Background: an optimization exercise with open tools, aiming at small area, a short achievable clock period and few clock cycles per item. Do not read the settings as production practice. RTL that was checked went through simulation tests only; none was proved equivalent to the original.

Setup of wip/cedar:
## idct_t_stage
module idct_t_stage (
	input logic CLOCK_50_I,
	input logic Resetn,
	input logic req,
	output logic ack,
	input logic [5:0] block_row,
	input logic [5:0] block_col,
	input logic [15:0] sram_read_data,
	output logic [17:0] sram_address,
	output logic [15:0] sram_write_data,
	output logic sram_we_n
);
Size in the first run: about 460 flip-flops, about 67 I/O pins.
Settings: LEC_CHECK=0, CAP_MARGIN=20, CORE_MARGIN=2, CORE_UTILIZATION=40, CTS_CLUSTER_DIAMETER=150, CTS_CLUSTER_SIZE=24, SLEW_MARGIN=20; clock period 10.0 ns.
standard.sh (not shown) runs the stock make flow with config.mk's settings and CLKGATE_MAP_FILE= SYNTH_SCRIPT=/design/flow/synth_recipe.tcl, a recipe that flattens the netlist after the stock synthesis.
==> flow/flow/run.sh <==
#!/bin/bash
set -euo pipefail
bash standard.sh SETUP_SLACK_MARGIN=7.3 finish > flow.log 2>&1
wip/cedar: PASS, flow complete, no timing, DRC or antenna violations
Testbench counts of wip/cedar, summed over its fixed seeds: cycles 28,784, blocks 192.
## Diff of input files: wip/ember against wip/cedar
==> flow/flow/run.sh <==
#!/bin/bash
set -euo pipefail
bash standard.sh SETUP_SLACK_MARGIN=7 finish > flow.log 2>&1
The final design area excluding fillers of wip/ember is lower than that of wip/cedar.
wip/cedar → wip/ember: total wire length down 3.7 mm.
#### Input delta (wip/raven over wip/ember)
==> flow/flow/run.sh <==
#!/bin/bash
set -euo pipefail
bash standard.sh SETUP_SLACK_MARGIN=6.8 finish > flow.log 2>&1
## What came out
Per the comparison of wip/raven with wip/ember, total routed wire length on the met1 layer shows a reduction of about 0.45%; area taken by flip-flops and latches shows no meaningful change.
Relative to wip/ember, arrival time of the worst setup path increased by 60 ps in wip/raven.
wip/raven vs wip/ember: worst path setup slack after routing down in wip/raven
For violation count after the first detailed-routing iteration, dividing the value from wip/raven by the value from wip/ember gives 1.3.
Summary of the comparison: wire length is lower in wip/raven, relative to wip/ember.
The following lists how wip/tundra was set up differently from wip/raven:
==> flow/flow/run.sh <==
#!/bin/bash
set -euo pipefail
bash standard.sh SETUP_SLACK_MARGIN=6.9 finish > flow.log 2>&1
## What came out
Data required time of the worst path, wip/raven and wip/tundra: higher on wip/tundra
wip/tundra vs. wip/raven: routed length per placed instance roughly the same; number of clock buffers in the layout rose by 10%.

* * *

== job 1856 ==
idct_t_stage, a different RTL version from the one above (not shown whole).
Size in the first run: ~2400 cells after synthesis, roughly 540 flip-flops, about 67 I/O pins.
==> flow/design.v (excerpt) <==
module idct_t_stage (
	input logic CLOCK_50_I,
	input logic Resetn,
	input logic req,
	output logic ack,
	input logic [5:0] block_row,
	input logic [5:0] block_col,
	input logic [15:0] sram_read_data,
	output logic [17:0] sram_address,
	output logic [15:0] sram_write_data,
	output logic sram_we_n
);
	localparam logic [7:0] LAST_T = 8'd144;
	logic running;
	logic ack_q;
	logic [7:0] cnt;           
	logic [7:0] tn;            
	logic [14:0] rb;           
	logic [14:0] rb_start;
	logic [17:0] addr_q;
	logic [15:0] wdata_q;
	logic we_q;
	function automatic logic [8:0] row_base(input logic [5:0] r);
		case (r)
			6'd0: row_base = 9'd150;
			6'd1: row_base = 9'd155;
			6'd2: row_base = 9'd160;
			6'd3: row_base = 9'd165;
			6'd4: row_base = 9'd170;
			6'd5: row_base = 9'd175;
			6'd6: row_base = 9'd180;
			6'd7: row_base = 9'd185;
			6'd8: row_base = 9'd190;
			6'd9: row_base = 9'd195;
			6'd10: row_base = 9'd200;
			6'd11: row_base = 9'd205;
			6'd12: row_base = 9'd210;
			6'd13: row_base = 9'd215;
			6'd14: row_base = 9'd220;
			6'd15: row_base = 9'd225;
			6'd16: row_base = 9'd230;
			6'd17: row_base = 9'd235;
			6'd18: row_base = 9'd240;
			6'd19: row_base = 9'd245;
			6'd20: row_base = 9'd250;
			6'd21: row_base = 9'd255;
			6'd22: row_base = 9'd260;
			6'd23: row_base = 9'd265;
			6'd24: row_base = 9'd270;
			6'd25: row_base = 9'd275;
			6'd26: row_base = 9'd280;
			6'd27: row_base = 9'd285;
			6'd28: row_base = 9'd290;
			6'd29: row_base = 9'd295;
			6'd30: row_base = 9'd300;
			6'd31: row_base = 9'd305;
			6'd32: row_base = 9'd310;
			6'd33: row_base = 9'd315;
			6'd34: row_base = 9'd320;
			6'd35: row_base = 9'd325;
			6'd36: row_base = 9'd330;
			6'd37: row_base = 9'd335;
			6'd38: row_base = 9'd340;
			6'd39: row_base = 9'd345;
			6'd40: row_base = 9'd350;
			6'd41: row_base = 9'd355;
			6'd42: row_base = 9'd360;
			6'd43: row_base = 9'd365;
			6'd44: row_base = 9'd370;
			6'd45: row_base = 9'd375;
			6'd46: row_base = 9'd380;
			6'd47: row_base = 9'd385;
			6'd48: row_base = 9'd390;
  ...
Settings: LEC_CHECK=0, CAP_MARGIN=20, CORE_MARGIN=2, CORE_UTILIZATION=40, CTS_CLUSTER_SIZE=30, SLEW_MARGIN=20; clock period 10.0 ns.
==> flow/flow/run.sh <==
#!/bin/bash
set -euo pipefail
bash standard.sh SETUP_SLACK_MARGIN=7 finish > flow.log 2>&1
## Diff of input files: job 4405 against job 1856
- CTS_CLUSTER_DIAMETER now 150, previously not set
==> comparison <==
Job 4405 | stages: all done | timing, DRC, antenna: all pass
Sort job 4405 and job 1856 by finished layout cell area desc -> top: job 1856
Higher post-route fraction of the period consumed by the critical path among job 4405 and job 1856: job 1856
The lower worst setup slack came out of job 1856.
Looking at utilization of the core after routing, job 4405 sits 1.7 points lower than job 1856 does.
Of job 4405 and job 1856, the run reporting the lower worst hold margin was job 1856.
Diff job 1856 -> job 4405 | clock slew seen by the registers of the worst setup and hold paths | increase of 0.05 ns
Diff job 1856..job 4405 | area after synthesis | negligible
For the via count, job 4405 came in 0.92% lower than job 1856 did.
diff inputs: job 4405 => job 7221
- a change of CTS_CLUSTER_SIZE from 30 to 24
==> results.txt <==
Proportion of cell area occupied by multi-input gates in job 7221 vs job 4405: down 0.30 points. Global-route usage delta (job 4405 -> job 7221): insignificant. Job 7221: sequential share of layout area lower than job 4405.
Function was not checked in any run of this note: the RTL went through the layout flow alone.

* * *

the previous run:
Another version of the RTL of idct_t_stage (not shown whole).
For scale: about 2400 cells after synthesis, ~27000 µm² of cells after synthesis.
Settings: LEC_CHECK=0, CAP_MARGIN=20, CORE_MARGIN=2, CORE_UTILIZATION=40, SLEW_MARGIN=20; clock period 10.0 ns.
run.sh (not shown) runs the stock make flow with config.mk's settings and CLKGATE_MAP_FILE= SYNTH_SCRIPT=/design/flow/synth_recipe.tcl, a recipe that flattens the netlist after the stock synthesis.
Stock flow here: none of the scripts above is used.
What the current run does differently from the previous run at the input level:
-- flow/config.mk --
<<< the previous run, line 7
export LEC_CHECK = 0
export CAP_MARGIN = 20
>>> the current run, line 7
export LEC_CHECK = 0
export ABC_CLOCK_PERIOD_IN_PS = 3000
export CAP_MARGIN = 20
Comparing the current run against the previous run, there is no change at all in worst hold slack. From the previous run to the current run, number of buffers other than clock buffers in the final layout did not move at all. Comparing the previous run against the current run, there is no change at all in finished layout cell area. Any difference in number of sequential cells in the layout between the current run and the previous run is small enough to ignore.
No run of this note included a check of the RTL's function; only the layout flow was run.

* * *

run 1:
Another version of the RTL of idct_t_stage (not shown whole).
Size in the first run: ~2,600 cells after synthesis, ~67 I/O pins.
==> flow/design.v (excerpt) <==
module idct_t_stage (
	input logic CLOCK_50_I,
	input logic Resetn,
	input logic req,
	output logic ack,
	input logic [5:0] block_row,
	input logic [5:0] block_col,
	input logic [15:0] sram_read_data,
	output logic [17:0] sram_address,
	output logic [15:0] sram_write_data,
	output logic sram_we_n
);
Settings: LEC_CHECK=0, ABC_AREA=1, CAP_MARGIN=20, CORE_MARGIN=2, CORE_UTILIZATION=40, CTS_CLUSTER_DIAMETER=150, CTS_CLUSTER_SIZE=24, SLEW_MARGIN=20; clock period 10.0 ns.
standard.sh (not shown) runs the stock make flow with config.mk's settings and CLKGATE_MAP_FILE= SYNTH_SCRIPT=/design/flow/synth_recipe.tcl, a recipe that flattens the netlist after the stock synthesis.
==> flow/flow/run.sh <==
#!/bin/bash
set -euo pipefail
bash standard.sh SETUP_SLACK_MARGIN=6.9 finish > flow.log 2>&1
Testbench counts of run 1, summed over its fixed seeds: cycles 28,784, blocks 192.
Here is what was changed in the inputs of run 2 compared with run 1.
Settings: ABC_AREA: 1 -> unset; CTS_CLUSTER_SIZE: 24 -> 28.
Findings:
The core utilization was comparable across run 2 and run 1.
From run 1 to run 2 the numbers moved as follows: cell count saw a decrease; compound-cell area share of the yosys netlist went up 3.2 points; wire length shrank by about 11%.
Summary of run 2 over run 1: clock period minus final worst setup slack barely changed; number of vias per cell now sits higher.
Any difference in final worst-path cycle share between run 1 and run 2 is small enough to ignore.
diff inputs: run 2 => run 3
Settings: CTS_CLUSTER_SIZE now 24, was 28.
[summary]
As far as final max-slew violation count goes, run 3 and run 2 are indistinguishable; the numbers are identical. Per the comparison of run 3 with run 2, detailed router's first-iteration violation count decreased by 29 relative to the old numbers; number of ordinary and repair buffers in the finished layout increased by 2 relative to the old numbers; cell count closely matched the old numbers; final area closely matched the old numbers. Area used by multi-input combinational logic: run 3 vs run 2, no meaningful difference. On run 3: total buffers and inverters traversed by the critical path is 1 lower than what run 2 gave. Of run 3 and run 2, the lower critical path depth belongs to run 3. Min area added between synthesis and finish across run 3 and run 2: run 2.
#### Input delta (run 4 over run 3)
==> flow/flow/run.sh <==
#!/bin/bash
set -euo pipefail
bash standard.sh SETUP_SLACK_MARGIN=7.0 finish > flow.log 2>&1
Findings:
Every run (run 3 and run 4) finished clean. Run 4: critical path depth is 1 higher than what run 3 reported. Register share of the cell area, run 3 and run 4, lower one = run 4. Worst clock skew on run 4 is ahead of run 3. Number of buffers on the longest clock path delta (run 4 -> run 3): insignificant. Run 4 falls short of run 3 in design area.
Inputs modified between run 4 and run 5:
Settings: an added PLACE_DENSITY of 0.75.
==> flow/flow/run.sh <==
#!/bin/bash
set -euo pipefail
bash standard.sh SETUP_SLACK_MARGIN=6.9 finish > flow.log 2>&1
Summary of run 5 over run 4: clock-buffer cell count now sits lower; share of the clock period used by the worst path now sits at about the same level; total met3 wirelength after detailed routing now sits lower; maximum number of pins on one net before global-route repair now sits higher; via count now sits higher.
Run 5 has less setup slack than run 4.

* * *

Another version of the RTL of idct_t_stage (not shown whole).
Size: about 0.024 mm^2 of cells after synthesis.
==> flow/design.v (excerpt) <==
module idct_t_stage (
	input logic CLOCK_50_I,
	input logic Resetn,
	input logic req,
	output logic ack,
	input logic [5:0] block_row,
	input logic [5:0] block_col,
	input logic [15:0] sram_read_data,
	output logic [17:0] sram_address,
	output logic [15:0] sram_write_data,
	output logic sram_we_n
);
	localparam logic [7:0] LAST_T = 8'd144;
	logic running;
	logic ack_q;
	logic [7:0] cnt;           
	logic ack_state;           
	logic [7:0] tn;            
	logic [14:0] rb;           
	logic [14:0] rb_start;
	logic [17:0] addr_q;
	logic [15:0] wdata_q;
	logic we_q;
	function automatic logic [8:0] row_base(input logic [5:0] r);
		case (r)
			6'd0: row_base = 9'd150;
			6'd1: row_base = 9'd155;
			6'd2: row_base = 9'd160;
			6'd3: row_base = 9'd165;
			6'd4: row_base = 9'd170;
			6'd5: row_base = 9'd175;
			6'd6: row_base = 9'd180;
			6'd7: row_base = 9'd185;
			6'd8: row_base = 9'd190;
			6'd9: row_base = 9'd195;
			6'd10: row_base = 9'd200;
			6'd11: row_base = 9'd205;
			6'd12: row_base = 9'd210;
			6'd13: row_base = 9'd215;
			6'd14: row_base = 9'd220;
			6'd15: row_base = 9'd225;
			6'd16: row_base = 9'd230;
			6'd17: row_base = 9'd235;
			6'd18: row_base = 9'd240;
			6'd19: row_base = 9'd245;
			6'd20: row_base = 9'd250;
			6'd21: row_base = 9'd255;
			6'd22: row_base = 9'd260;
			6'd23: row_base = 9'd265;
			6'd24: row_base = 9'd270;
			6'd25: row_base = 9'd275;
			6'd26: row_base = 9'd280;
			6'd27: row_base = 9'd285;
			6'd28: row_base = 9'd290;
			6'd29: row_base = 9'd295;
			6'd30: row_base = 9'd300;
			6'd31: row_base = 9'd305;
			6'd32: row_base = 9'd310;
			6'd33: row_base = 9'd315;
			6'd34: row_base = 9'd320;
			6'd35: row_base = 9'd325;
			6'd36: row_base = 9'd330;
			6'd37: row_base = 9'd335;
			6'd38: row_base = 9'd340;
			6'd39: row_base = 9'd345;
			6'd40: row_base = 9'd350;
			6'd41: row_base = 9'd355;
			6'd42: row_base = 9'd360;
			6'd43: row_base = 9'd365;
			6'd44: row_base = 9'd370;
			6'd45: row_base = 9'd375;
			6'd46: row_base = 9'd380;
			6'd47: row_base = 9'd385;
			6'd48: row_base = 9'd390;
			6'd49: row_base = 9'd395;
			6'd50: row_base = 9'd400;
			6'd51: row_base = 9'd405;
			6'd52: row_base = 9'd410;
			6'd53: row_base = 9'd415;
			6'd54: row_base = 9'd420;
			6'd55: row_base = 9'd425;
  ...
Settings: LEC_CHECK=0, CAP_MARGIN=20, CORE_MARGIN=2, CORE_UTILIZATION=60, CTS_CLUSTER_DIAMETER=150, CTS_CLUSTER_SIZE=24, SLEW_MARGIN=20; clock period 10.0 ns.
==> flow/flow/run.sh <==
#!/bin/bash
set -euo pipefail
bash standard.sh SETUP_SLACK_MARGIN=7 finish > flow.log 2>&1
Testbench counts at the start, summed over its fixed seeds: cycles 28,592, blocks 192.
Rerun with:
--- a/flow/config.mk
+++ b/flow/config.mk
@@ -8,5 +8,5 @@
 export CAP_MARGIN = 20
 export CORE_MARGIN = 2
-export CORE_UTILIZATION = 60
+export CORE_UTILIZATION = 40
 export CTS_CLUSTER_DIAMETER = 150
 export CTS_CLUSTER_SIZE = 24
Core utilization came out lower by 22 points.
Design area came out higher by 1.1%.
Register-to-register slack hardly moves.
Via count came out lower by 1.6%.

* * *

Another version of the RTL of idct_t_stage (not shown whole).
Size: roughly 2500 cells after synthesis, about 67 I/O pins, about 28000 µm² of cells after synthesis.
export LEC_CHECK = 0
export CAP_MARGIN = 20
export CORE_MARGIN = 2
export CORE_UTILIZATION = 40
export SLEW_MARGIN = 20
create_clock -name core_clock -period 10.0 [get_ports {CLOCK_50_I}]
run.sh (not shown) runs the stock make flow with config.mk's settings and CLKGATE_MAP_FILE= SYNTH_SCRIPT=/design/flow/synth_recipe.tcl, a recipe that flattens the netlist after the stock synthesis.
Stock flow here: none of the scripts above is used.
Testbench counts at the start, summed over its fixed seeds: cycles 28,784, blocks 192.
Then changed:
==> flow/flow/run.sh (new file) <==
#!/bin/bash
set -euo pipefail
bash standard.sh SETUP_SLACK_MARGIN=7 finish > flow.log 2>&1
==> flow/standard.sh (new file) <==
#!/bin/bash
# synth_recipe.tcl (not shown) runs the flow's synth.tcl, then flattens the netlist and writes it again
# the make line also repeats each setting of config.mk as NAME=value (left out here)
make -C /OpenROAD-flow-scripts/flow DESIGN_CONFIG=/design/flow/config.mk WORK_HOME=/design/flow/orfs CLKGATE_MAP_FILE= SYNTH_SCRIPT=/design/flow/synth_recipe.tcl "${@:-finish}"
removed: flow/run.sh
=> Global-route usage went up by 0.50 points; flip-flop and latch count is unchanged; setup slack is better by 920 ps; worst hold slack is better by 3.3 ps; clock skew stays flat; die area does not change; clock-buffer cell count went up by 8; synthesized area does not change; register-to-register slack is better by 1000 ps; non-clock buffer count went up by 35.

[port drivers added, routing unchanged]
The flow's constraints put no driver on any port. The routed layouts listed below were extracted and timed again, unchanged, in two steps.
Step 1 assumes that a clkbuf_16 drives the clock port and a buf_2 every other input.
Step 2 times the ports against the registers' clock, not the clock port: input delays grow and output delays shrink by t, the midpoint of the rising clock arrivals with the driver on.
Three values: ideal ports, drivers, drivers and shift; two values: the first two.
run	shift t [ns]	setup slack, ns	worst setup path at the end	latest minus earliest clock arrival (ns)	cell pins on the clock port's net
wip/cedar	0.637	6.874 / 6.810 / 6.653	input to register	0.028 / 0.029	1
wip/ember	0.607	6.911 / 6.860 / 6.475	input to register	0.024 / 0.024	1
wip/raven	0.617	6.851 / 6.793 / 6.329	input to register	0.033 / 0.033	1
wip/tundra	0.607	6.892 / 6.861 / 6.493	input to register	0.026 / 0.025	1
job 1856	0.677	6.836 / 6.778 / 6.477	input to register	0.053 / 0.053	1
job 4405	0.625	6.873 / 6.815 / 6.471	input to register	0.021 / 0.021	1
job 7221	0.647	6.848 / 6.790 / 6.472	input to register	0.023 / 0.023	1
the previous run	0.675	5.874 / 5.911 / 5.236	input to register	0.048 / 0.048	1
the current run	0.675	5.874 / 5.911 / 5.236	input to register	0.048 / 0.048	1
run 1	0.615	6.897 / 6.837 / 6.504	input to register	0.027 / 0.027	1
run 2	0.604	6.897 / 6.842 / 6.466	input to register	0.020 / 0.020	1
run 3	0.617	6.919 / 6.863 / 6.467	input to register	0.031 / 0.031	1
run 4	0.629	6.884 / 6.827 / 6.524	input to register	0.030 / 0.030	1
run 5	0.624	6.881 / 6.823 / 6.497	input to register	0.024 / 0.024	1
the first run of note 5	0.620	6.792 / 6.792 / 6.559	input to register	0.054 / 0.054	1
the second run of note 5	0.623	6.783 / 6.783 / 6.554	input to register	0.025 / 0.025	1
the first run of note 6	0.663	5.938 / 5.938 / 5.857	input to register	0.028 / 0.027	1
the second run of note 6	0.682	6.855 / 6.796 / 6.450	input to register	0.023 / 0.023	1
After both steps setup and hold are still met in every run listed.
